Background: an optimization exercise with open tools, aiming at small area and a short achievable clock period. Do not read the settings as production practice. Only the layout flow was run in this run; the RTL was not checked for function there. Power is estimated from default activity; no workload was simulated.

--- flow/config.mk ---
export PLATFORM = sky130hd
export DESIGN_NAME = fp16_mac
export DESIGN_NICKNAME = fp16_mac
export VERILOG_FILES = /design/flow/design.v
export SDC_FILE = /design/flow/constraint.sdc
export NUM_CORES = 4
export LEC_CHECK = 0
export CAP_MARGIN = 20
export CORE_MARGIN = 2
export CORE_UTILIZATION = 40
export CTS_CLUSTER_DIAMETER = 70
export CTS_CLUSTER_SIZE = 40
export SETUP_SLACK_MARGIN = 2.9
export SLEW_MARGIN = 20
--- flow/constraint.sdc ---
create_clock -name core_clock -period 6.0 [get_ports {clk}]
set_input_delay 1.2000 -clock core_clock [delete_from_list [all_inputs] [get_ports {clk}]]
set_output_delay 1.2000 -clock core_clock [all_outputs]
set_load 0.01 [all_outputs]
--- flow/design.v ---
`timescale 1ns/1ps
module fp16_pipe #(
    parameter int W  = 1,
    parameter bit EN = 1'b1
) (
    input  logic         clk,
    input  logic [W-1:0] d,
    output logic [W-1:0] q
);
    if (EN) begin : g_reg
        always_ff @(posedge clk) q <= d;
    end else begin : g_wire
        assign q = d;
    end
endmodule
module fp16_vpipe #(
    parameter bit EN = 1'b1
) (
    input  logic clk,
    input  logic rst,
    input  logic d,
    output logic q
);
    if (EN) begin : g_reg
        always_ff @(posedge clk)
            if (rst) q <= 1'b0;
            else     q <= d;
    end else begin : g_wire
        assign q = d & ~rst;
    end
endmodule
module fp16_unpack (
    input  logic [15:0] w_i,
    output logic [10:0] sig_o,
    output logic [4:0]  exp_o
);
    logic n;
    always_comb begin
        n     = w_i[14:10] != 5'd0;
        sig_o = {n, w_i[9:0]};
        exp_o = n ? w_i[14:10] : {4'd0, w_i[9:0] != 10'd0};
    end
endmodule
`timescale 1ns/1ps
module fp16_mul_a (
    input  logic [10:0] a_i,
    input  logic [10:0] b_i,
    output logic [57:0] cs_o
);
    logic pp0_0;
    assign pp0_0 = a_i[0] & b_i[0];
    logic pp0_1;
    assign pp0_1 = a_i[0] & b_i[1];
    logic pp0_2;
    assign pp0_2 = a_i[0] & b_i[2];
    logic pp0_3;
    assign pp0_3 = a_i[0] & b_i[3];
    logic pp0_4;
    assign pp0_4 = a_i[0] & b_i[4];
    logic pp0_5;
    assign pp0_5 = a_i[0] & b_i[5];
    logic pp0_6;
    assign pp0_6 = a_i[0] & b_i[6];
    logic pp0_7;
    assign pp0_7 = a_i[0] & b_i[7];
    logic pp0_8;
    assign pp0_8 = a_i[0] & b_i[8];
    logic pp0_9;
    assign pp0_9 = a_i[0] & b_i[9];
    logic pp0_10;
    assign pp0_10 = a_i[0] & b_i[10];
    logic pp1_0;
    assign pp1_0 = a_i[1] & b_i[0];
    logic pp1_1;
    assign pp1_1 = a_i[1] & b_i[1];
    logic pp1_2;
    assign pp1_2 = a_i[1] & b_i[2];
    logic pp1_3;
    assign pp1_3 = a_i[1] & b_i[3];
    logic pp1_4;
    assign pp1_4 = a_i[1] & b_i[4];
    logic pp1_5;
    assign pp1_5 = a_i[1] & b_i[5];
    logic pp1_6;
    assign pp1_6 = a_i[1] & b_i[6];
    logic pp1_7;
    assign pp1_7 = a_i[1] & b_i[7];
    logic pp1_8;
    assign pp1_8 = a_i[1] & b_i[8];
    logic pp1_9;
    assign pp1_9 = a_i[1] & b_i[9];
    logic pp1_10;
    assign pp1_10 = a_i[1] & b_i[10];
    logic pp2_0;
    assign pp2_0 = a_i[2] & b_i[0];
    logic pp2_1;
    assign pp2_1 = a_i[2] & b_i[1];
    logic pp2_2;
    assign pp2_2 = a_i[2] & b_i[2];
    logic pp2_3;
    assign pp2_3 = a_i[2] & b_i[3];
    logic pp2_4;
    assign pp2_4 = a_i[2] & b_i[4];
    logic pp2_5;
    assign pp2_5 = a_i[2] & b_i[5];
    logic pp2_6;
    assign pp2_6 = a_i[2] & b_i[6];
    logic pp2_7;
    assign pp2_7 = a_i[2] & b_i[7];
    logic pp2_8;
    assign pp2_8 = a_i[2] & b_i[8];
    logic pp2_9;
    assign pp2_9 = a_i[2] & b_i[9];
    logic pp2_10;
    assign pp2_10 = a_i[2] & b_i[10];
    logic pp3_0;
    assign pp3_0 = a_i[3] & b_i[0];
    logic pp3_1;
    assign pp3_1 = a_i[3] & b_i[1];
    logic pp3_2;
    assign pp3_2 = a_i[3] & b_i[2];
    logic pp3_3;
    assign pp3_3 = a_i[3] & b_i[3];
    logic pp3_4;
    assign pp3_4 = a_i[3] & b_i[4];
    logic pp3_5;
    assign pp3_5 = a_i[3] & b_i[5];
    logic pp3_6;
    assign pp3_6 = a_i[3] & b_i[6];
    logic pp3_7;
    assign pp3_7 = a_i[3] & b_i[7];
    logic pp3_8;
    assign pp3_8 = a_i[3] & b_i[8];
    logic pp3_9;
    assign pp3_9 = a_i[3] & b_i[9];
    logic pp3_10;
    assign pp3_10 = a_i[3] & b_i[10];
    logic pp4_0;
    assign pp4_0 = a_i[4] & b_i[0];
    logic pp4_1;
    assign pp4_1 = a_i[4] & b_i[1];
    logic pp4_2;
    assign pp4_2 = a_i[4] & b_i[2];
    logic pp4_3;
    assign pp4_3 = a_i[4] & b_i[3];
    logic pp4_4;
    assign pp4_4 = a_i[4] & b_i[4];
    logic pp4_5;
    assign pp4_5 = a_i[4] & b_i[5];
    logic pp4_6;
    assign pp4_6 = a_i[4] & b_i[6];
    logic pp4_7;
    assign pp4_7 = a_i[4] & b_i[7];
    logic pp4_8;
    assign pp4_8 = a_i[4] & b_i[8];
    logic pp4_9;
    assign pp4_9 = a_i[4] & b_i[9];
    logic pp4_10;
    assign pp4_10 = a_i[4] & b_i[10];
    logic pp5_0;
    assign pp5_0 = a_i[5] & b_i[0];
    logic pp5_1;
    assign pp5_1 = a_i[5] & b_i[1];
    logic pp5_2;
    assign pp5_2 = a_i[5] & b_i[2];
    logic pp5_3;
    assign pp5_3 = a_i[5] & b_i[3];
    logic pp5_4;
    assign pp5_4 = a_i[5] & b_i[4];
    logic pp5_5;
    assign pp5_5 = a_i[5] & b_i[5];
    logic pp5_6;
    assign pp5_6 = a_i[5] & b_i[6];
    logic pp5_7;
    assign pp5_7 = a_i[5] & b_i[7];
    logic pp5_8;
    assign pp5_8 = a_i[5] & b_i[8];
    logic pp5_9;
    assign pp5_9 = a_i[5] & b_i[9];
    logic pp5_10;
    assign pp5_10 = a_i[5] & b_i[10];
    logic pp6_0;
    assign pp6_0 = a_i[6] & b_i[0];
    logic pp6_1;
    assign pp6_1 = a_i[6] & b_i[1];
    logic pp6_2;
    assign pp6_2 = a_i[6] & b_i[2];
    logic pp6_3;
    assign pp6_3 = a_i[6] & b_i[3];
    logic pp6_4;
    assign pp6_4 = a_i[6] & b_i[4];
    logic pp6_5;
    assign pp6_5 = a_i[6] & b_i[5];
    logic pp6_6;
    assign pp6_6 = a_i[6] & b_i[6];
    logic pp6_7;
    assign pp6_7 = a_i[6] & b_i[7];
    logic pp6_8;
    assign pp6_8 = a_i[6] & b_i[8];
    logic pp6_9;
    assign pp6_9 = a_i[6] & b_i[9];
    logic pp6_10;
    assign pp6_10 = a_i[6] & b_i[10];
    logic pp7_0;
    assign pp7_0 = a_i[7] & b_i[0];
    logic pp7_1;
    assign pp7_1 = a_i[7] & b_i[1];
    logic pp7_2;
    assign pp7_2 = a_i[7] & b_i[2];
    logic pp7_3;
    assign pp7_3 = a_i[7] & b_i[3];
    logic pp7_4;
    assign pp7_4 = a_i[7] & b_i[4];
    logic pp7_5;
    assign pp7_5 = a_i[7] & b_i[5];
    logic pp7_6;
    assign pp7_6 = a_i[7] & b_i[6];
    logic pp7_7;
    assign pp7_7 = a_i[7] & b_i[7];
    logic pp7_8;
    assign pp7_8 = a_i[7] & b_i[8];
    logic pp7_9;
    assign pp7_9 = a_i[7] & b_i[9];
    logic pp7_10;
    assign pp7_10 = a_i[7] & b_i[10];
    logic pp8_0;
    assign pp8_0 = a_i[8] & b_i[0];
    logic pp8_1;
    assign pp8_1 = a_i[8] & b_i[1];
    logic pp8_2;
    assign pp8_2 = a_i[8] & b_i[2];
    logic pp8_3;
    assign pp8_3 = a_i[8] & b_i[3];
    logic pp8_4;
    assign pp8_4 = a_i[8] & b_i[4];
    logic pp8_5;
    assign pp8_5 = a_i[8] & b_i[5];
    logic pp8_6;
    assign pp8_6 = a_i[8] & b_i[6];
    logic pp8_7;
    assign pp8_7 = a_i[8] & b_i[7];
    logic pp8_8;
    assign pp8_8 = a_i[8] & b_i[8];
    logic pp8_9;
    assign pp8_9 = a_i[8] & b_i[9];
    logic pp8_10;
    assign pp8_10 = a_i[8] & b_i[10];
    logic pp9_0;
    assign pp9_0 = a_i[9] & b_i[0];
    logic pp9_1;
    assign pp9_1 = a_i[9] & b_i[1];
    logic pp9_2;
    assign pp9_2 = a_i[9] & b_i[2];
    logic pp9_3;
    assign pp9_3 = a_i[9] & b_i[3];
    logic pp9_4;
    assign pp9_4 = a_i[9] & b_i[4];
    logic pp9_5;
    assign pp9_5 = a_i[9] & b_i[5];
    logic pp9_6;
    assign pp9_6 = a_i[9] & b_i[6];
    logic pp9_7;
    assign pp9_7 = a_i[9] & b_i[7];
    logic pp9_8;
    assign pp9_8 = a_i[9] & b_i[8];
    logic pp9_9;
    assign pp9_9 = a_i[9] & b_i[9];
    logic pp9_10;
    assign pp9_10 = a_i[9] & b_i[10];
    logic pp10_0;
    assign pp10_0 = a_i[10] & b_i[0];
    logic pp10_1;
    assign pp10_1 = a_i[10] & b_i[1];
    logic pp10_2;
    assign pp10_2 = a_i[10] & b_i[2];
    logic pp10_3;
    assign pp10_3 = a_i[10] & b_i[3];
    logic pp10_4;
    assign pp10_4 = a_i[10] & b_i[4];
    logic pp10_5;
    assign pp10_5 = a_i[10] & b_i[5];
    logic pp10_6;
    assign pp10_6 = a_i[10] & b_i[6];
    logic pp10_7;
    assign pp10_7 = a_i[10] & b_i[7];
    logic pp10_8;
    assign pp10_8 = a_i[10] & b_i[8];
    logic pp10_9;
    assign pp10_9 = a_i[10] & b_i[9];
    logic pp10_10;
    assign pp10_10 = a_i[10] & b_i[10];
    logic w1;
    logic w2;
    logic w3;
    logic w4;
    logic w5;
    logic w6;
    logic w7;
    logic w8;
    logic w9;
    logic w10;
    logic w11;
    logic w12;
    assign w1 = pp0_9 ^ pp1_8;
    assign w2 = pp0_9 & pp1_8;
    assign w3 = pp1_9 ^ pp2_8 ^ pp3_7;
    assign w4 = (pp1_9 & pp2_8) | (pp1_9 & pp3_7) | (pp2_8 & pp3_7);
    assign w5 = pp4_6 ^ pp5_5;
    assign w6 = pp4_6 & pp5_5;
    assign w7 = pp2_9 ^ pp3_8 ^ pp4_7;
    assign w8 = (pp2_9 & pp3_8) | (pp2_9 & pp4_7) | (pp3_8 & pp4_7);
    assign w9 = pp5_6 ^ pp6_5;
    assign w10 = pp5_6 & pp6_5;
    assign w11 = pp3_9 ^ pp4_8 ^ pp5_7;
    assign w12 = (pp3_9 & pp4_8) | (pp3_9 & pp5_7) | (pp4_8 & pp5_7);
    logic w13;
    logic w14;
    logic w15;
    logic w16;
    logic w17;
    logic w18;
    logic w19;
    logic w20;
    logic w21;
    logic w22;
    logic w23;
    logic w24;
    logic w25;
    logic w26;
    logic w27;
    logic w28;
    logic w29;
    logic w30;
    logic w31;
    logic w32;
    logic w33;
    logic w34;
    logic w35;
    logic w36;
    logic w37;
    logic w38;
    logic w39;
    logic w40;
    logic w41;
    logic w42;
    logic w43;
    logic w44;
    logic w45;
    logic w46;
    logic w47;
    logic w48;
    logic w49;
    logic w50;
    logic w51;
    logic w52;
    logic w53;
    logic w54;
    logic w55;
    logic w56;
    logic w57;
    logic w58;
    logic w59;
    logic w60;
    assign w13 = pp0_6 ^ pp1_5;
    assign w14 = pp0_6 & pp1_5;
    assign w15 = pp0_7 ^ pp1_6 ^ pp2_5;
    assign w16 = (pp0_7 & pp1_6) | (pp0_7 & pp2_5) | (pp1_6 & pp2_5);
    assign w17 = pp3_4 ^ pp4_3;
    assign w18 = pp3_4 & pp4_3;
    assign w19 = pp0_8 ^ pp1_7 ^ pp2_6;
    assign w20 = (pp0_8 & pp1_7) | (pp0_8 & pp2_6) | (pp1_7 & pp2_6);
    assign w21 = pp3_5 ^ pp4_4 ^ pp5_3;
    assign w22 = (pp3_5 & pp4_4) | (pp3_5 & pp5_3) | (pp4_4 & pp5_3);
    assign w23 = pp6_2 ^ pp7_1;
    assign w24 = pp6_2 & pp7_1;
    assign w25 = pp2_7 ^ pp3_6 ^ pp4_5;
    assign w26 = (pp2_7 & pp3_6) | (pp2_7 & pp4_5) | (pp3_6 & pp4_5);
    assign w27 = pp5_4 ^ pp6_3 ^ pp7_2;
    assign w28 = (pp5_4 & pp6_3) | (pp5_4 & pp7_2) | (pp6_3 & pp7_2);
    assign w29 = pp8_1 ^ pp9_0 ^ w1;
    assign w30 = (pp8_1 & pp9_0) | (pp8_1 & w1) | (pp9_0 & w1);
    assign w31 = pp6_4 ^ pp7_3 ^ pp8_2;
    assign w32 = (pp6_4 & pp7_3) | (pp6_4 & pp8_2) | (pp7_3 & pp8_2);
    assign w33 = pp9_1 ^ w2 ^ pp0_10;
    assign w34 = (pp9_1 & w2) | (pp9_1 & pp0_10) | (w2 & pp0_10);
    assign w35 = pp10_0 ^ w5 ^ w3;
    assign w36 = (pp10_0 & w5) | (pp10_0 & w3) | (w5 & w3);
    assign w37 = pp7_4 ^ pp8_3 ^ pp9_2;
    assign w38 = (pp7_4 & pp8_3) | (pp7_4 & pp9_2) | (pp8_3 & pp9_2);
    assign w39 = w6 ^ pp1_10 ^ pp10_1;
    assign w40 = (w6 & pp1_10) | (w6 & pp10_1) | (pp1_10 & pp10_1);
    assign w41 = w9 ^ w4 ^ w7;
    assign w42 = (w9 & w4) | (w9 & w7) | (w4 & w7);
    assign w43 = pp6_6 ^ pp7_5 ^ pp8_4;
    assign w44 = (pp6_6 & pp7_5) | (pp6_6 & pp8_4) | (pp7_5 & pp8_4);
    assign w45 = pp9_3 ^ w10 ^ pp2_10;
    assign w46 = (pp9_3 & w10) | (pp9_3 & pp2_10) | (w10 & pp2_10);
    assign w47 = pp10_2 ^ w8 ^ w11;
    assign w48 = (pp10_2 & w8) | (pp10_2 & w11) | (w8 & w11);
    assign w49 = pp4_9 ^ pp5_8 ^ pp6_7;
    assign w50 = (pp4_9 & pp5_8) | (pp4_9 & pp6_7) | (pp5_8 & pp6_7);
    assign w51 = pp7_6 ^ pp8_5 ^ pp9_4;
    assign w52 = (pp7_6 & pp8_5) | (pp7_6 & pp9_4) | (pp8_5 & pp9_4);
    assign w53 = pp3_10 ^ pp10_3 ^ w12;
    assign w54 = (pp3_10 & pp10_3) | (pp3_10 & w12) | (pp10_3 & w12);
    assign w55 = pp5_9 ^ pp6_8 ^ pp7_7;
    assign w56 = (pp5_9 & pp6_8) | (pp5_9 & pp7_7) | (pp6_8 & pp7_7);
    assign w57 = pp8_6 ^ pp9_5 ^ pp4_10;
    assign w58 = (pp8_6 & pp9_5) | (pp8_6 & pp4_10) | (pp9_5 & pp4_10);
    assign w59 = pp6_9 ^ pp7_8 ^ pp8_7;
    assign w60 = (pp6_9 & pp7_8) | (pp6_9 & pp8_7) | (pp7_8 & pp8_7);
    logic w61;
    logic w62;
    logic w63;
    logic w64;
    logic w65;
    logic w66;
    logic w67;
    logic w68;
    logic w69;
    logic w70;
    logic w71;
    logic w72;
    logic w73;
    logic w74;
    logic w75;
    logic w76;
    logic w77;
    logic w78;
    logic w79;
    logic w80;
    logic w81;
    logic w82;
    logic w83;
    logic w84;
    logic w85;
    logic w86;
    logic w87;
    logic w88;
    logic w89;
    logic w90;
    logic w91;
    logic w92;
    logic w93;
    logic w94;
    logic w95;
    logic w96;
    logic w97;
    logic w98;
    logic w99;
    logic w100;
    logic w101;
    logic w102;
    logic w103;
    logic w104;
    logic w105;
    logic w106;
    logic w107;
    logic w108;
    logic w109;
    logic w110;
    logic w111;
    logic w112;
    assign w61 = pp0_4 ^ pp1_3;
    assign w62 = pp0_4 & pp1_3;
    assign w63 = pp0_5 ^ pp1_4 ^ pp2_3;
    assign w64 = (pp0_5 & pp1_4) | (pp0_5 & pp2_3) | (pp1_4 & pp2_3);
    assign w65 = pp3_2 ^ pp4_1;
    assign w66 = pp3_2 & pp4_1;
    assign w67 = pp2_4 ^ pp3_3 ^ pp4_2;
    assign w68 = (pp2_4 & pp3_3) | (pp2_4 & pp4_2) | (pp3_3 & pp4_2);
    assign w69 = pp5_1 ^ pp6_0 ^ w13;
    assign w70 = (pp5_1 & pp6_0) | (pp5_1 & w13) | (pp6_0 & w13);
    assign w71 = pp5_2 ^ pp6_1 ^ pp7_0;
    assign w72 = (pp5_2 & pp6_1) | (pp5_2 & pp7_0) | (pp6_1 & pp7_0);
    assign w73 = w14 ^ w17 ^ w15;
    assign w74 = (w14 & w17) | (w14 & w15) | (w17 & w15);
    assign w75 = pp8_0 ^ w18 ^ w23;
    assign w76 = (pp8_0 & w18) | (pp8_0 & w23) | (w18 & w23);
    assign w77 = w16 ^ w19 ^ w21;
    assign w78 = (w16 & w19) | (w16 & w21) | (w19 & w21);
    assign w79 = w24 ^ w20 ^ w22;
    assign w80 = (w24 & w20) | (w24 & w22) | (w20 & w22);
    assign w81 = w25 ^ w27 ^ w29;
    assign w82 = (w25 & w27) | (w25 & w29) | (w27 & w29);
    assign w83 = w26 ^ w28 ^ w31;
    assign w84 = (w26 & w28) | (w26 & w31) | (w28 & w31);
    assign w85 = w30 ^ w33 ^ w35;
    assign w86 = (w30 & w33) | (w30 & w35) | (w33 & w35);
    assign w87 = w32 ^ w37 ^ w34;
    assign w88 = (w32 & w37) | (w32 & w34) | (w37 & w34);
    assign w89 = w39 ^ w36 ^ w41;
    assign w90 = (w39 & w36) | (w39 & w41) | (w36 & w41);
    assign w91 = w38 ^ w43 ^ w40;
    assign w92 = (w38 & w43) | (w38 & w40) | (w43 & w40);
    assign w93 = w45 ^ w42 ^ w47;
    assign w94 = (w45 & w42) | (w45 & w47) | (w42 & w47);
    assign w95 = w44 ^ w49 ^ w51;
    assign w96 = (w44 & w49) | (w44 & w51) | (w49 & w51);
    assign w97 = w46 ^ w53 ^ w48;
    assign w98 = (w46 & w53) | (w46 & w48) | (w53 & w48);
    assign w99 = pp10_4 ^ w50 ^ w52;
    assign w100 = (pp10_4 & w50) | (pp10_4 & w52) | (w50 & w52);
    assign w101 = w55 ^ w57 ^ w54;
    assign w102 = (w55 & w57) | (w55 & w54) | (w57 & w54);
    assign w103 = pp9_6 ^ pp5_10 ^ pp10_5;
    assign w104 = (pp9_6 & pp5_10) | (pp9_6 & pp10_5) | (pp5_10 & pp10_5);
    assign w105 = w56 ^ w59 ^ w58;
    assign w106 = (w56 & w59) | (w56 & w58) | (w59 & w58);
    assign w107 = pp7_9 ^ pp8_8 ^ pp9_7;
    assign w108 = (pp7_9 & pp8_8) | (pp7_9 & pp9_7) | (pp8_8 & pp9_7);
    assign w109 = pp6_10 ^ pp10_6 ^ w60;
    assign w110 = (pp6_10 & pp10_6) | (pp6_10 & w60) | (pp10_6 & w60);
    assign w111 = pp8_9 ^ pp9_8 ^ pp7_10;
    assign w112 = (pp8_9 & pp9_8) | (pp8_9 & pp7_10) | (pp9_8 & pp7_10);
    logic w113;
    logic w114;
    logic w115;
    logic w116;
    logic w117;
    logic w118;
    logic w119;
    logic w120;
    logic w121;
    logic w122;
    logic w123;
    logic w124;
    logic w125;
    logic w126;
    logic w127;
    logic w128;
    logic w129;
    logic w130;
    logic w131;
    logic w132;
    logic w133;
    logic w134;
    logic w135;
    logic w136;
    logic w137;
    logic w138;
    logic w139;
    logic w140;
    logic w141;
    logic w142;
    logic w143;
    logic w144;
    assign w113 = pp0_3 ^ pp1_2;
    assign w114 = pp0_3 & pp1_2;
    assign w115 = pp2_2 ^ pp3_1 ^ pp4_0;
    assign w116 = (pp2_2 & pp3_1) | (pp2_2 & pp4_0) | (pp3_1 & pp4_0);
    assign w117 = pp5_0 ^ w62 ^ w65;
    assign w118 = (pp5_0 & w62) | (pp5_0 & w65) | (w62 & w65);
    assign w119 = w66 ^ w64 ^ w67;
    assign w120 = (w66 & w64) | (w66 & w67) | (w64 & w67);
    assign w121 = w68 ^ w71 ^ w70;
    assign w122 = (w68 & w71) | (w68 & w70) | (w71 & w70);
    assign w123 = w72 ^ w75 ^ w74;
    assign w124 = (w72 & w75) | (w72 & w74) | (w75 & w74);
    assign w125 = w76 ^ w79 ^ w78;
    assign w126 = (w76 & w79) | (w76 & w78) | (w79 & w78);
    assign w127 = w80 ^ w83 ^ w82;
    assign w128 = (w80 & w83) | (w80 & w82) | (w83 & w82);
    assign w129 = w84 ^ w87 ^ w86;
    assign w130 = (w84 & w87) | (w84 & w86) | (w87 & w86);
    assign w131 = w88 ^ w91 ^ w90;
    assign w132 = (w88 & w91) | (w88 & w90) | (w91 & w90);
    assign w133 = w95 ^ w92 ^ w97;
    assign w134 = (w95 & w92) | (w95 & w97) | (w92 & w97);
    assign w135 = w99 ^ w96 ^ w101;
    assign w136 = (w99 & w96) | (w99 & w101) | (w96 & w101);
    assign w137 = w103 ^ w100 ^ w105;
    assign w138 = (w103 & w100) | (w103 & w105) | (w100 & w105);
    assign w139 = w107 ^ w104 ^ w109;
    assign w140 = (w107 & w104) | (w107 & w109) | (w104 & w109);
    assign w141 = pp10_7 ^ w108 ^ w111;
    assign w142 = (pp10_7 & w108) | (pp10_7 & w111) | (w108 & w111);
    assign w143 = pp9_9 ^ pp8_10 ^ pp10_8;
    assign w144 = (pp9_9 & pp8_10) | (pp9_9 & pp10_8) | (pp8_10 & pp10_8);
    assign cs_o = {pp10_10, w144, pp10_9, pp9_10, w143, w142, w112, w141, w140, w110, w139, w138, w106, w137, w136, w102, w135, w134, w98, w133, w132, w94, w131, w130, w93, w129, w128, w89, w127, w126, w85, w125, w124, w81, w123, w122, w77, w121, w120, w73, w119, w118, w69, w117, w116, w63, w115, w114, w61, w113, pp3_0, pp2_1, pp2_0, pp1_1, pp0_2, pp1_0, pp0_1, pp0_0};
endmodule
module fp16_mul_b (
    input  logic [57:0] cs_i,
    output logic [21:0] row0_o,
    output logic [21:0] row1_o
);
    logic pp0_0;
    assign pp0_0 = cs_i[0];
    logic pp0_1;
    assign pp0_1 = cs_i[1];
    logic pp1_0;
    assign pp1_0 = cs_i[2];
    logic pp0_2;
    assign pp0_2 = cs_i[3];
    logic pp1_1;
    assign pp1_1 = cs_i[4];
    logic pp2_0;
    assign pp2_0 = cs_i[5];
    logic pp2_1;
    assign pp2_1 = cs_i[6];
    logic pp3_0;
    assign pp3_0 = cs_i[7];
    logic w113;
    assign w113 = cs_i[8];
    logic w61;
    assign w61 = cs_i[9];
    logic w114;
    assign w114 = cs_i[10];
    logic w115;
    assign w115 = cs_i[11];
    logic w63;
    assign w63 = cs_i[12];
    logic w116;
    assign w116 = cs_i[13];
    logic w117;
    assign w117 = cs_i[14];
    logic w69;
    assign w69 = cs_i[15];
    logic w118;
    assign w118 = cs_i[16];
    logic w119;
    assign w119 = cs_i[17];
    logic w73;
    assign w73 = cs_i[18];
    logic w120;
    assign w120 = cs_i[19];
    logic w121;
    assign w121 = cs_i[20];
    logic w77;
    assign w77 = cs_i[21];
    logic w122;
    assign w122 = cs_i[22];
    logic w123;
    assign w123 = cs_i[23];
    logic w81;
    assign w81 = cs_i[24];
    logic w124;
    assign w124 = cs_i[25];
    logic w125;
    assign w125 = cs_i[26];
    logic w85;
    assign w85 = cs_i[27];
    logic w126;
    assign w126 = cs_i[28];
    logic w127;
    assign w127 = cs_i[29];
    logic w89;
    assign w89 = cs_i[30];
    logic w128;
    assign w128 = cs_i[31];
    logic w129;
    assign w129 = cs_i[32];
    logic w93;
    assign w93 = cs_i[33];
    logic w130;
    assign w130 = cs_i[34];
    logic w131;
    assign w131 = cs_i[35];
    logic w94;
    assign w94 = cs_i[36];
    logic w132;
    assign w132 = cs_i[37];
    logic w133;
    assign w133 = cs_i[38];
    logic w98;
    assign w98 = cs_i[39];
    logic w134;
    assign w134 = cs_i[40];
    logic w135;
    assign w135 = cs_i[41];
    logic w102;
    assign w102 = cs_i[42];
    logic w136;
    assign w136 = cs_i[43];
    logic w137;
    assign w137 = cs_i[44];
    logic w106;
    assign w106 = cs_i[45];
    logic w138;
    assign w138 = cs_i[46];
    logic w139;
    assign w139 = cs_i[47];
    logic w110;
    assign w110 = cs_i[48];
    logic w140;
    assign w140 = cs_i[49];
    logic w141;
    assign w141 = cs_i[50];
    logic w112;
    assign w112 = cs_i[51];
    logic w142;
    assign w142 = cs_i[52];
    logic w143;
    assign w143 = cs_i[53];
    logic pp9_10;
    assign pp9_10 = cs_i[54];
    logic pp10_9;
    assign pp10_9 = cs_i[55];
    logic w144;
    assign w144 = cs_i[56];
    logic pp10_10;
    assign pp10_10 = cs_i[57];
    logic w145;
    logic w146;
    logic w147;
    logic w148;
    logic w149;
    logic w150;
    logic w151;
    logic w152;
    logic w153;
    logic w154;
    logic w155;
    logic w156;
    logic w157;
    logic w158;
    logic w159;
    logic w160;
    logic w161;
    logic w162;
    logic w163;
    logic w164;
    logic w165;
    logic w166;
    logic w167;
    logic w168;
    logic w169;
    logic w170;
    logic w171;
    logic w172;
    logic w173;
    logic w174;
    logic w175;
    logic w176;
    logic w177;
    logic w178;
    logic w179;
    logic w180;
    assign w145 = pp0_2 ^ pp1_1;
    assign w146 = pp0_2 & pp1_1;
    assign w147 = pp2_1 ^ pp3_0 ^ w113;
    assign w148 = (pp2_1 & pp3_0) | (pp2_1 & w113) | (pp3_0 & w113);
    assign w149 = w114 ^ w61 ^ w115;
    assign w150 = (w114 & w61) | (w114 & w115) | (w61 & w115);
    assign w151 = w116 ^ w63 ^ w117;
    assign w152 = (w116 & w63) | (w116 & w117) | (w63 & w117);
    assign w153 = w118 ^ w69 ^ w119;
    assign w154 = (w118 & w69) | (w118 & w119) | (w69 & w119);
    assign w155 = w120 ^ w73 ^ w121;
    assign w156 = (w120 & w73) | (w120 & w121) | (w73 & w121);
    assign w157 = w77 ^ w122 ^ w123;
    assign w158 = (w77 & w122) | (w77 & w123) | (w122 & w123);
    assign w159 = w81 ^ w124 ^ w125;
    assign w160 = (w81 & w124) | (w81 & w125) | (w124 & w125);
    assign w161 = w126 ^ w85 ^ w127;
    assign w162 = (w126 & w85) | (w126 & w127) | (w85 & w127);
    assign w163 = w89 ^ w128 ^ w129;
    assign w164 = (w89 & w128) | (w89 & w129) | (w128 & w129);
    assign w165 = w93 ^ w130 ^ w131;
    assign w166 = (w93 & w130) | (w93 & w131) | (w130 & w131);
    assign w167 = w94 ^ w132 ^ w133;
    assign w168 = (w94 & w132) | (w94 & w133) | (w132 & w133);
    assign w169 = w98 ^ w134 ^ w135;
    assign w170 = (w98 & w134) | (w98 & w135) | (w134 & w135);
    assign w171 = w102 ^ w137 ^ w136;
    assign w172 = (w102 & w137) | (w102 & w136) | (w137 & w136);
    assign w173 = w106 ^ w139 ^ w138;
    assign w174 = (w106 & w139) | (w106 & w138) | (w139 & w138);
    assign w175 = w110 ^ w141 ^ w140;
    assign w176 = (w110 & w141) | (w110 & w140) | (w141 & w140);
    assign w177 = w112 ^ w143 ^ w142;
    assign w178 = (w112 & w143) | (w112 & w142) | (w143 & w142);
    assign w179 = pp9_10 ^ pp10_9 ^ w144;
    assign w180 = (pp9_10 & pp10_9) | (pp9_10 & w144) | (pp10_9 & w144);
    assign row0_o = {1'b0, pp10_10, w179, w177, w175, w173, w171, w169, w167, w165, w163, w161, w159, w157, w155, w153, w151, w149, w147, pp2_0, pp0_1, pp0_0};
    assign row1_o = {1'b0, w180, w178, w176, w174, w172, w170, w168, w166, w164, w162, w160, w158, w156, w154, w152, w150, w148, w146, w145, pp1_0, 1'b0};
endmodule
module fp16_mul_cpa (
    input  logic [21:0] row0_i,
    input  logic [21:0] row1_i,
    output logic [21:0] prod_o
);
    assign prod_o = row0_i + row1_i;
endmodule
`timescale 1ns/1ps
module fp16_expo1 (
    input  logic [4:0]  k_exp_i,
    input  logic [4:0]  x_exp_i,
    input  logic [15:0] b_i,
    output logic [10:0] b_sig_o,
    output logic [4:0]  b_exp_o,
    output logic [5:0]  es_o         
);
    logic b_n;
    always_comb begin
        b_n     = b_i[14:10] != 5'd0;
        b_exp_o = b_n ? b_i[14:10] : 5'd1;
        b_sig_o = {b_n, b_i[9:0]};
        es_o    = {1'b0, k_exp_i} + {1'b0, x_exp_i};
    end
endmodule
module fp16_expo2 (
    input  logic [4:0] b_exp_i,
    input  logic [5:0] es_i,
    input  logic       p_sign_i,
    input  logic       b_sign_i,
    output logic       p_wins_o,
    output logic [4:0] shift_o,      
    output logic       drop_o,       
    output logic       edge_o,       
    output logic [5:0] exp_o,        
    output logic       sign_o,
    output logic       sub_o
);
    logic [5:0] t, pe;
    logic [6:0] d, nd;      
    always_comb begin
        t        = {1'b0, b_exp_i} + 6'd15;
        d        = {1'b0, es_i} - {1'b0, t};
        nd       = {1'b0, t} - {1'b0, es_i};
        pe       = es_i - 6'd15;           
        p_wins_o = nd[6];
        if (p_wins_o) begin
            shift_o = d[4:0];
            drop_o  = d[5:0] > 6'd21;
            edge_o  = d[5:0] == 6'd21;    
            exp_o   = pe;
            sign_o  = p_sign_i;
        end else begin
            shift_o = nd[4:0];
            drop_o  = nd[5:0] > 6'd22;
            edge_o  = nd[5:0] == 6'd22;   
            exp_o   = {1'b0, b_exp_i};
            sign_o  = b_sign_i;
        end
        sub_o = p_sign_i ^ b_sign_i;
    end
endmodule
module fp16_align (
    input  logic [21:0] prod_i,
    input  logic [10:0] b_sig_i,
    input  logic        p_wins_i,
    input  logic [4:0]  shift_i,
    input  logic        drop_i,
    input  logic        edge_i,
    input  logic        sub_i,
    output logic [21:0] hi_o,
    output logic [32:0] lo_o
);
    logic        p_top, drop;
    logic [21:0] p, bb, lo_in;
    logic [32:0] lo;
    always_comb begin
        p_top = prod_i[21];
        p     = {prod_i[21:1], prod_i[0] & ~p_top};
        bb    = {1'b0, b_sig_i, 10'd0};
        drop  = drop_i | (edge_i & (p_top ~^ p_wins_i));
        hi_o  = p_wins_i ? p : bb;
        lo_in = p_wins_i ? bb : p;
        lo    = drop ? 33'd0 : {lo_in, 11'd0} >> shift_i;
        lo_o  = sub_i ? ~lo : lo;
    end
endmodule
module fp16_add (
    input  logic [21:0] hi_i,
    input  logic [32:0] lo_i,
    input  logic        sub_i,
    output logic [33:0] mag_o,
    output logic        neg_o
);
    logic [34:0] t0, t1;
    always_comb begin
        t0    = {1'b0, hi_i, 11'd0} + {1'b0, sub_i, lo_i};
        t1    = {1'b0, hi_i, 11'd0} + {1'b0, sub_i, lo_i} + 35'd1;
        neg_o = sub_i & ~t0[34];
        if (!sub_i)
            mag_o = t0[33:0];
        else if (t0[34])
            mag_o = t1[33:0];
        else
            mag_o = ~t0[33:0];
    end
endmodule
`timescale 1ns/1ps
module fp16_lzc (
    input  logic [33:0] v_i,
    output logic [5:0]  n_o
);
    logic [63:0] z [7];
    logic [5:0]  c [7][64];
    always_comb begin
        for (int i = 0; i < 64; i++) begin
            z[0][i] = (i < 34) ? ~v_i[33 - i] : 1'b1;
            c[0][i] = '0;
        end
        for (int l = 1; l <= 6; l++) begin
            for (int i = 0; i < 64; i++) begin
                z[l][i] = 1'b0;
                c[l][i] = '0;
            end
            for (int i = 0; i < (64 >> l); i++) begin
                z[l][i] = z[l-1][2*i] & z[l-1][2*i+1];
                if (z[l-1][2*i])
                    c[l][i] = c[l-1][2*i+1] | 6'(1 << (l - 1));
                else
                    c[l][i] = c[l-1][2*i];
            end
        end
        n_o = c[6][0];
    end
endmodule
module fp16_mark (
    input  logic [5:0] exp_i,
    output logic [3:0] hi_o,
    output logic [7:0] lo_o
);
    logic [5:0] j;
    always_comb begin
        j    = 6'd32 - exp_i;
        hi_o = (exp_i <= 6'd32) ? 4'(4'd1 << j[4:3]) : 4'd0;
        lo_o = 8'(8'd1 << j[2:0]);
    end
endmodule
module fp16_normalize (
    input  logic [33:0] mag_i,
    input  logic [3:0]  mark_hi_i,
    input  logic [7:0]  mark_lo_i,
    output logic [14:0] top_o,      
    output logic [5:0]  shift_o     
);
    logic [33:0] m, n;
    fp16_lzc lzc_i (.v_i(m), .n_o(shift_o));
    always_comb begin
        for (int i = 0; i < 34; i++)
            m[i] = mag_i[i] | (i < 32 && mark_hi_i[i / 8] && mark_lo_i[i % 8]);
        n     = mag_i << {shift_o[5:2], 2'b00};
        top_o = n[33:19];
    end
endmodule
module fp16_fine (
    input  logic [14:0] top_i,
    input  logic [1:0]  shift_i,
    output logic [10:0] sig_o,
    output logic        rnd_o
);
    logic [14:0] n;
    always_comb begin
        n     = top_i << shift_i;
        sig_o = n[14:4];
        rnd_o = n[3];
    end
endmodule
module fp16_round (
    input  logic        sign_i,
    input  logic [10:0] sig_i,
    input  logic        rnd_i,
    input  logic [5:0]  e2_i,
    input  logic [5:0]  shift_i,
    output logic [15:0] result_o
);
    logic        inc;
    logic [5:0]  e0, e1, e;
    logic [9:0]  frac;
    logic        sat, zero;
    always_comb begin
        inc  = rnd_i & (&sig_i[9:0]);           
        e0   = e2_i - shift_i;
        e1   = e2_i - shift_i + 6'd1;
        e    = sig_i[10] ? (inc ? e1 : e0) : {5'd0, inc};
        frac = sig_i[9:0] + 10'(rnd_i);
        sat  = e > 6'd30;
        zero = ~sig_i[10] & (sig_i[9:0] == 10'd0) & ~rnd_i;
        if (sat)
            result_o = {sign_i, 15'h7BFF};
        else if (zero)
            result_o = 16'd0;
        else
            result_o = {sign_i, e[4:0], frac};
    end
endmodule
`timescale 1ns/1ps
module fp16_mac (
    input  logic                        clk,
    input  logic                        rst,
    input  logic                        in_valid_i,
    input  logic [2-1:0]           tag_i,
    input  logic [16-1:0]          k_i,
    input  logic [16-1:0]          x_i,
    input  logic [16-1:0]          b_i,
    output logic                        out_valid_o,
    output logic [2-1:0]           tag_o,
    output logic [16-1:0]          result_o
);
    localparam int CSW = 58;       
    logic [10:0] u_k_sig, u_x_sig;
    logic [4:0]  u_k_exp, u_x_exp;
    logic [CSW-1:0] m_cs, c1_cs;
    logic [10:0] e_b_sig, c1_b_sig;
    logic [4:0]  e_b_exp, c1_b_exp;
    logic [5:0]  e_es, c1_es;
    logic        c1_p_sign, c1_b_sign;
    logic [1:0]  c1_tag;
    logic        c1_valid;
    fp16_unpack unpack_k (.w_i(k_i), .sig_o(u_k_sig), .exp_o(u_k_exp));
    fp16_unpack unpack_x (.w_i(x_i), .sig_o(u_x_sig), .exp_o(u_x_exp));
    fp16_mul_a mul_a_i (.a_i(u_k_sig), .b_i(u_x_sig), .cs_o(m_cs));
    fp16_expo1 expo1_i (
        .k_exp_i(u_k_exp), .x_exp_i(u_x_exp), .b_i(b_i),
        .b_sig_o(e_b_sig), .b_exp_o(e_b_exp), .es_o(e_es)
    );
    fp16_vpipe #(1'b1) c1_v (.clk, .rst, .d(in_valid_i), .q(c1_valid));
    fp16_pipe #(CSW + 26, 1'b1) c1 (.clk,
        .d({m_cs, e_b_sig, e_b_exp, e_es, k_i[15] ^ x_i[15], b_i[15], tag_i}),
        .q({c1_cs, c1_b_sig, c1_b_exp, c1_es, c1_p_sign, c1_b_sign, c1_tag}));
    logic [21:0] m_row0, m_row1, m_prod, c2_prod;
    logic        x_p_wins, x_drop, x_edge, x_sign, x_sub;
    logic [4:0]  x_shift;
    logic [5:0]  x_exp;
    logic [10:0] c2_b_sig;
    logic        c2_p_wins, c2_drop, c2_edge, c2_sign, c2_sub;
    logic [4:0]  c2_shift;
    logic [5:0]  c2_exp;
    logic [1:0]  c2_tag;
    logic        c2_valid;
    fp16_mul_b mul_b_i (.cs_i(c1_cs), .row0_o(m_row0), .row1_o(m_row1));
    fp16_mul_cpa mul_cpa_i (.row0_i(m_row0), .row1_i(m_row1), .prod_o(m_prod));
    fp16_expo2 expo2_i (
        .b_exp_i(c1_b_exp), .es_i(c1_es), .p_sign_i(c1_p_sign), .b_sign_i(c1_b_sign),
        .p_wins_o(x_p_wins), .shift_o(x_shift), .drop_o(x_drop), .edge_o(x_edge),
        .exp_o(x_exp), .sign_o(x_sign), .sub_o(x_sub)
    );
    fp16_vpipe #(1'b1) c2_v (.clk, .rst, .d(c1_valid), .q(c2_valid));
    fp16_pipe #(51, 1'b1) c2 (.clk,
        .d({m_prod, c1_b_sig, x_p_wins, x_shift, x_drop, x_edge, x_exp, x_sign, x_sub, c1_tag}),
        .q({c2_prod, c2_b_sig, c2_p_wins, c2_shift, c2_drop, c2_edge, c2_exp, c2_sign, c2_sub, c2_tag}));
    logic [21:0] a_hi, c3_hi;
    logic [32:0] a_lo, c3_lo;
    logic [5:0]  c3_exp;
    logic        c3_sign, c3_sub;
    logic [1:0]  c3_tag;
    logic        c3_valid;
    fp16_align align_i (
        .prod_i(c2_prod), .b_sig_i(c2_b_sig), .p_wins_i(c2_p_wins), .shift_i(c2_shift),
        .drop_i(c2_drop), .edge_i(c2_edge), .sub_i(c2_sub), .hi_o(a_hi), .lo_o(a_lo)
    );
    fp16_vpipe #(1'b1) c3_v (.clk, .rst, .d(c2_valid), .q(c3_valid));
    fp16_pipe #(65, 1'b1) c3 (.clk,
        .d({a_hi, a_lo, c2_exp, c2_sign, c2_sub, c2_tag}),
        .q({c3_hi, c3_lo, c3_exp, c3_sign, c3_sub, c3_tag}));
    logic [33:0] d_mag, c4_mag;
    logic        d_neg;
    logic [5:0]  c4_e2;
    logic [3:0]  k_mark_hi, c4_mark_hi;
    logic [7:0]  k_mark_lo, c4_mark_lo;
    logic        c4_sign;
    logic [1:0]  c4_tag;
    logic        c4_valid;
    fp16_add add_i (.hi_i(c3_hi), .lo_i(c3_lo), .sub_i(c3_sub), .mag_o(d_mag), .neg_o(d_neg));
    fp16_vpipe #(1'b1) c4_v (.clk, .rst, .d(c3_valid), .q(c4_valid));
    fp16_mark mark_i (.exp_i(c3_exp), .hi_o(k_mark_hi), .lo_o(k_mark_lo));
    fp16_pipe #(55, 1'b1) c4 (.clk,
        .d({d_mag, c3_exp + 6'd2, k_mark_hi, k_mark_lo, c3_sign ^ d_neg, c3_tag}),
        .q({c4_mag, c4_e2, c4_mark_hi, c4_mark_lo, c4_sign, c4_tag}));
    logic [14:0] n_top, c5_top;
    logic        c5_sign;
    logic [5:0]  n_shift, c5_shift, c5_e2;
    logic [1:0]  c5_tag;
    logic        c5_valid;
    fp16_normalize normalize_i (.mag_i(c4_mag), .mark_hi_i(c4_mark_hi), .mark_lo_i(c4_mark_lo), .top_o(n_top), .shift_o(n_shift));
    fp16_vpipe #(1'b1) c5_v (.clk, .rst, .d(c4_valid), .q(c5_valid));
    fp16_pipe #(30, 1'b1) c5 (.clk,
        .d({n_top, n_shift, c4_e2, c4_sign, c4_tag}),
        .q({c5_top, c5_shift, c5_e2, c5_sign, c5_tag}));
    logic [15:0] r_result;
    logic [10:0] f_sig;
    logic        f_rnd;
    fp16_fine fine_i (.top_i(c5_top), .shift_i(c5_shift[1:0]), .sig_o(f_sig), .rnd_o(f_rnd));
    fp16_round round_i (.sign_i(c5_sign), .sig_i(f_sig), .rnd_i(f_rnd), .e2_i(c5_e2), .shift_i(c5_shift), .result_o(r_result));
    always_ff @(posedge clk) begin
        if (rst) begin
            out_valid_o <= 1'b0;
            tag_o       <= '0;
            result_o    <= '0;
        end else begin
            out_valid_o <= c5_valid;
            if (c5_valid) begin
                tag_o    <= c5_tag;
                result_o <= r_result;
            end
        end
    end
endmodule
--- flow/run.sh ---
#!/bin/bash
# synth_recipe.tcl (not shown) runs the flow's synth.tcl, then flattens the netlist and writes it again
# the make line also repeats each setting of config.mk as NAME=value (left out here)
make -C /OpenROAD-flow-scripts/flow DESIGN_CONFIG=/design/flow/config.mk WORK_HOME=/design/flow/orfs CLKGATE_MAP_FILE= SYNTH_SCRIPT=/design/flow/synth_recipe.tcl finish
==> reports/summary.log <==
qor: run_status.status timing/DRC/antenna clean
qor: synthesis.netlist_area 0.0175 sq mm
qor: floorplan.die_w 213 microns
qor: worst_setup_path.regToRegEndpoint c4.q[52]
qor: floorplan.die_area 0.0456 sq mm
qor: worst_setup_path.critical_path.endpoint_type flop
qor: placement.routabilityCongestion 0.883
qor: route.detail_route.first_pass.iterations 5
qor: route.detail_route.drc_violations 0
qor: worst_setup_path.worst-endpoint-arrival 3.79 ns
qor: final_layout.flow.area_growth_from_synthesis 15.5%
qor: flow_run.cap_violations 0
qor: sta.clock.fmax 303 MHz
qor: sta.worstMarginPinSlew 1.02 ns
qor: clock_tree.ctsLongestPathBuffers 3
qor: synthesis.netlist_top_cells_count sky130_fd_sc_hd__dfxtp_1 (309), sky130_fd_sc_hd__nand2_1 (157), sky130_fd_sc_hd__inv_1 (119)
qor: worst_setup_path.worstSetupStartpoint c3.q[21]
qor: placement.port-buffer-count 71
qor: placement.post-dp-hpwl 33.9 mm
qor: clock_tree.clk-insertion-delay-late 0.56 ns
qor: sta.fin_setup_tns 0 ns
qor: route.route.vias.total 13282
qor: final_layout.layout.filler_cells 4154
qor: global_routing.grt_max_degree 40
qor: global_routing.grt_pass1_vias 13398
qor: route.routedWlPerCell 17.4 microns
qor: worst_setup_path.crit_required 6.49 ns
qor: placement.placedCellCount 2436
qor: global_routing.grt_antenna_before_repair 0
qor: route.dr.first_iter.drc_count 777
qor: synthesis.synth-edff-count 0
qor: global_routing.overflow 0
qor: worst_setup_path.critical_path_class reg -> reg
qor: clock_tree.clock_tree.htree_level_count 1
qor: power_and_ir_drop.pwr_total 11.6 mW
qor: floorplan.ioPinCount 72
qor: final_layout.antenna_cells 0
qor: power_and_ir_drop.power_per_cell_area 570 mW/mm^2
qor: synthesis.synthDominantCellAreaShare 35.3%
qor: synthesis.synthDominantAreaCellType sky130_fd_sc_hd__dfxtp_1
qor: global_routing.gr-usage-all-layers 19.4%
qor: clock_tree.cts_made_buffers 22
qor: sta.finalSetupViolations 0
qor: power_and_ir_drop.netSwitchingFraction 44.5%
qor: worst_setup_path.worstReg2RegStart c3.q[21]
qor: synthesis.synth_area_leaders sky130_fd_sc_hd__dfxtp_1 (35%), sky130_fd_sc_hd__fa_1 (9.8%), sky130_fd_sc_hd__ha_1 (5.8%)
qor: sta.endpoints_failing_hold 0
qor: power_and_ir_drop.power.switching 5.15 mW
qor: power_and_ir_drop.p_comb_share 54.6%
qor: clock_tree.cts_sinks 309
qor: synthesis.synth_fp_nets 2084
qor: synthesis.synthDistinctLibCells 88
qor: sta.period_needed 3.30 ns
qor: worst_setup_path.worstSetupEndpoint c4.q[52]
qor: worst_setup_path.ff2ff_setup_slack 2.70 ns
qor: clock_tree.clk_transition_reported_paths 0.10 ns
qor: worst_hold_path.min-delay-path-class reg -> reg
qor: power_and_ir_drop.fraction_of_power_consumed_by_the_clock_network 14.9%
qor: floorplan.core_area 0.0432 sq mm
qor: floorplan.initial_util 40.6%
qor: clock_tree.cts-root-buf sky130_fd_sc_hd__clkbuf_16
qor: power_and_ir_drop.vdd_ir_drop_max 0.000253 V
qor: synthesis.synth_seq_cells 309
qor: sta.final_min_period_over_clock_period 55.1%
qor: worst_setup_path.critical_path_peak_fanout 4
qor: sta.maxSlewViolCount 0
qor: route.final_antenna_net_count 0
qor: power_and_ir_drop.internal_power 6.41 mW
qor: synthesis.syn_avg_cell_area 9.42 sq um
qor: floorplan.core.rowCount 76
qor: route.wirelength 43.5 mm
qor: floorplan.die_h 213 microns
qor: power_and_ir_drop.power_leakage 8.39 nW
qor: clock_tree.tritoncts done
qor: sta.rsz0062_at_grt yes
qor: synthesis.number_of_synthesis_warnings 21
qor: synthesis.synth_seq_area_share 35.3%
qor: final_layout.layoutNonFillerInstCount 2507
qor: final_layout.layout-drive-gt1-share 13.1%
qor: synthesis.synth_most_common_cell sky130_fd_sc_hd__dfxtp_1
qor: synthesis.synth_top_flop_cell sky130_fd_sc_hd__dfxtp_1
qor: sta.maxSlewHeadroom 31.8%
qor: power_and_ir_drop.sequentialPowerShare 30.5%
qor: final_layout.final_nets 2127
qor: worst_setup_path.r2r_cells 11
qor: worst_setup_path.startpoint_type flop
qor: sta.finalClockSkew 0.0146 ns
qor: global_routing.grt_first_pass_wirelength 70.0 mm
qor: synthesis.async_reset_ff_share 0%
qor: synthesis.postSynthCellCount 1863
qor: route.vias_per_cell 5.30
logic make-up (layout without fill, tap and decap cells):
logic type,Yosys count,in the layout,synth area share [%]
AO/OA/AOI/OAI,381,381,14.5
XOR/XNOR,132,132,6.59
adder cells (fa/ha/maj),168,168,15.7
buffers and inverters,211,269,4.63
flip-flops,309,309,35.3
multiplexers,85,85,6.62
AND/OR/NAND/NOR,577,578,16.7
timing repair:
| item | 4_1_cts | 5_1_grt |
|---|---|---|
| resized for setup | 83 | 56 |
| pin swaps | 26 | 28 |
| hold buffers | 0 | 0 |
| setup endpoints to repair | 76 | 75 |
| gates cloned | 1 | 0 |
| buffers inserted | 19 | 11 |
layer usage:
| metal | part of all wire (%) | GRT usage [%] | up-vias |
|---|---|---|---|
| met2 | 51 | 36.3 | 262 |
| met4 | 4.1 | 7.59 | 0 |
| met1 | 42 | 22.4 | 6397 |
| met5 | 0 | 0 | - |
| met3 | 3.0 | 2.20 | 87 |
| li1 | - | - | 6536 |
how the worst min path moves through the flow:
stage	cells after the start	startpoint	to
floorplan	0	c1.q[0]	c2.q[0]
global placement	0	c3.q[1]	c4.q[1]
detailed placement	0	c2.q[1]	c3.q[1]
CTS	0	c1.q[22]	c2.q[25]
global route	0	c1.q[17]	c2.q[20]
finish	0	c1.q[22]	c2.q[25]
power by group through the flow:
| stage | Clock [mW] | Sequential, mW | Combinational (mW) |
|---|---|---|---|
| 5_1_grt | 1.84 | 3.60 | 6.97 |
| 3_5_place_dp | 0 | 3.55 | 5.79 |
| 4_1_cts | 1.77 | 3.52 | 6.06 |
| 6_report | 1.72 | 3.52 | 6.31 |
| 2_1_floorplan | 0 | 3.14 | 4.72 |
| 3_3_place_gp | 0 | 3.55 | 5.73 |
cells in the final DEF (no fill, tap or decap), drive strengths merged, types with 43 or more instances in the layout:
master,count
xor2,49
ha,82
and2,103
nand2,160
dfxtp,309
a21oi,85
nor3,43
fa,86
xnor2,83
nor2,117
inv,134
o21ai,100
sequential cells by signal (all words and copies together), names as in the netlist, 2 cells and up:
name and cells:
c1.q 84, c5.q 30, tag_o 2, result_o 16
c4.q 55, c2.q 51, c3.q 65
per-stage QoR:
step,hold WS (ns),util [%],setup slack (ns),instance area [sq um]
3_3_place_gp,0.311,43.7,1.95,18900
4_1_cts,0.321,46.4,2.66,20100
6_report,0.322,47.0,2.70,20300
5_1_grt,0.321,47.0,2.57,20300
2_1_floorplan,0.310,-,2.62,17800
3_5_place_dp,0.312,43.7,1.90,18900
critical path, cell delays in order, from the launching register on:
cell and delay, ns:
sky130_fd_sc_hd__dfxtp_2 0.34, sky130_fd_sc_hd__ha_4 0.17, sky130_fd_sc_hd__fa_2 0.39, sky130_fd_sc_hd__a211oi_4 0.27
sky130_fd_sc_hd__o21ai_2 0.12, sky130_fd_sc_hd__a2111oi_4 0.49, sky130_fd_sc_hd__o21ai_1 0.10, sky130_fd_sc_hd__nand4b_1 0.18
sky130_fd_sc_hd__o211ai_1 0.17, sky130_fd_sc_hd__or4_4 0.51, sky130_fd_sc_hd__or4_4 0.41, sky130_fd_sc_hd__o211ai_1 0.08
layout make-up:
class	instances	area [sq um]	share of cell area [%]
clock buffers	24	579	2.86
clock inverters	16	274	1.35
inverters	123	462	2.28
multi-input cells	1344	11100	54.6
flip-flops and latches	309	6200	30.6
well taps	585	732	3.61
repair buffers	106	965	4.76

what the ideal ports hide:
How much do the figures lean on ideal ports? The routed layout below was timed once more, with nothing changed but the port constraints. Step 1, drivers: a clkbuf_16 drives clk and a buf_2 each remaining input, both assumed. Step 2 times the ports against the registers' clock, not the clock port: input delays grow and output delays shrink by t, the midpoint of the rising clock arrivals with the driver on. Three values: ideal ports, drivers, drivers and shift; two values: the first two.
t (ns): 0.606
setup WS [ns]: 2.697 / 2.697 / 2.373
worst setup path at the end: input to register
slew at the worst register clock pin (ns): 0.10 / 0.10
After both steps this run still meets setup and hold. For this run, drivers alone change the setup slack by 0.000 ns; drivers and shift together by -0.324 ns.
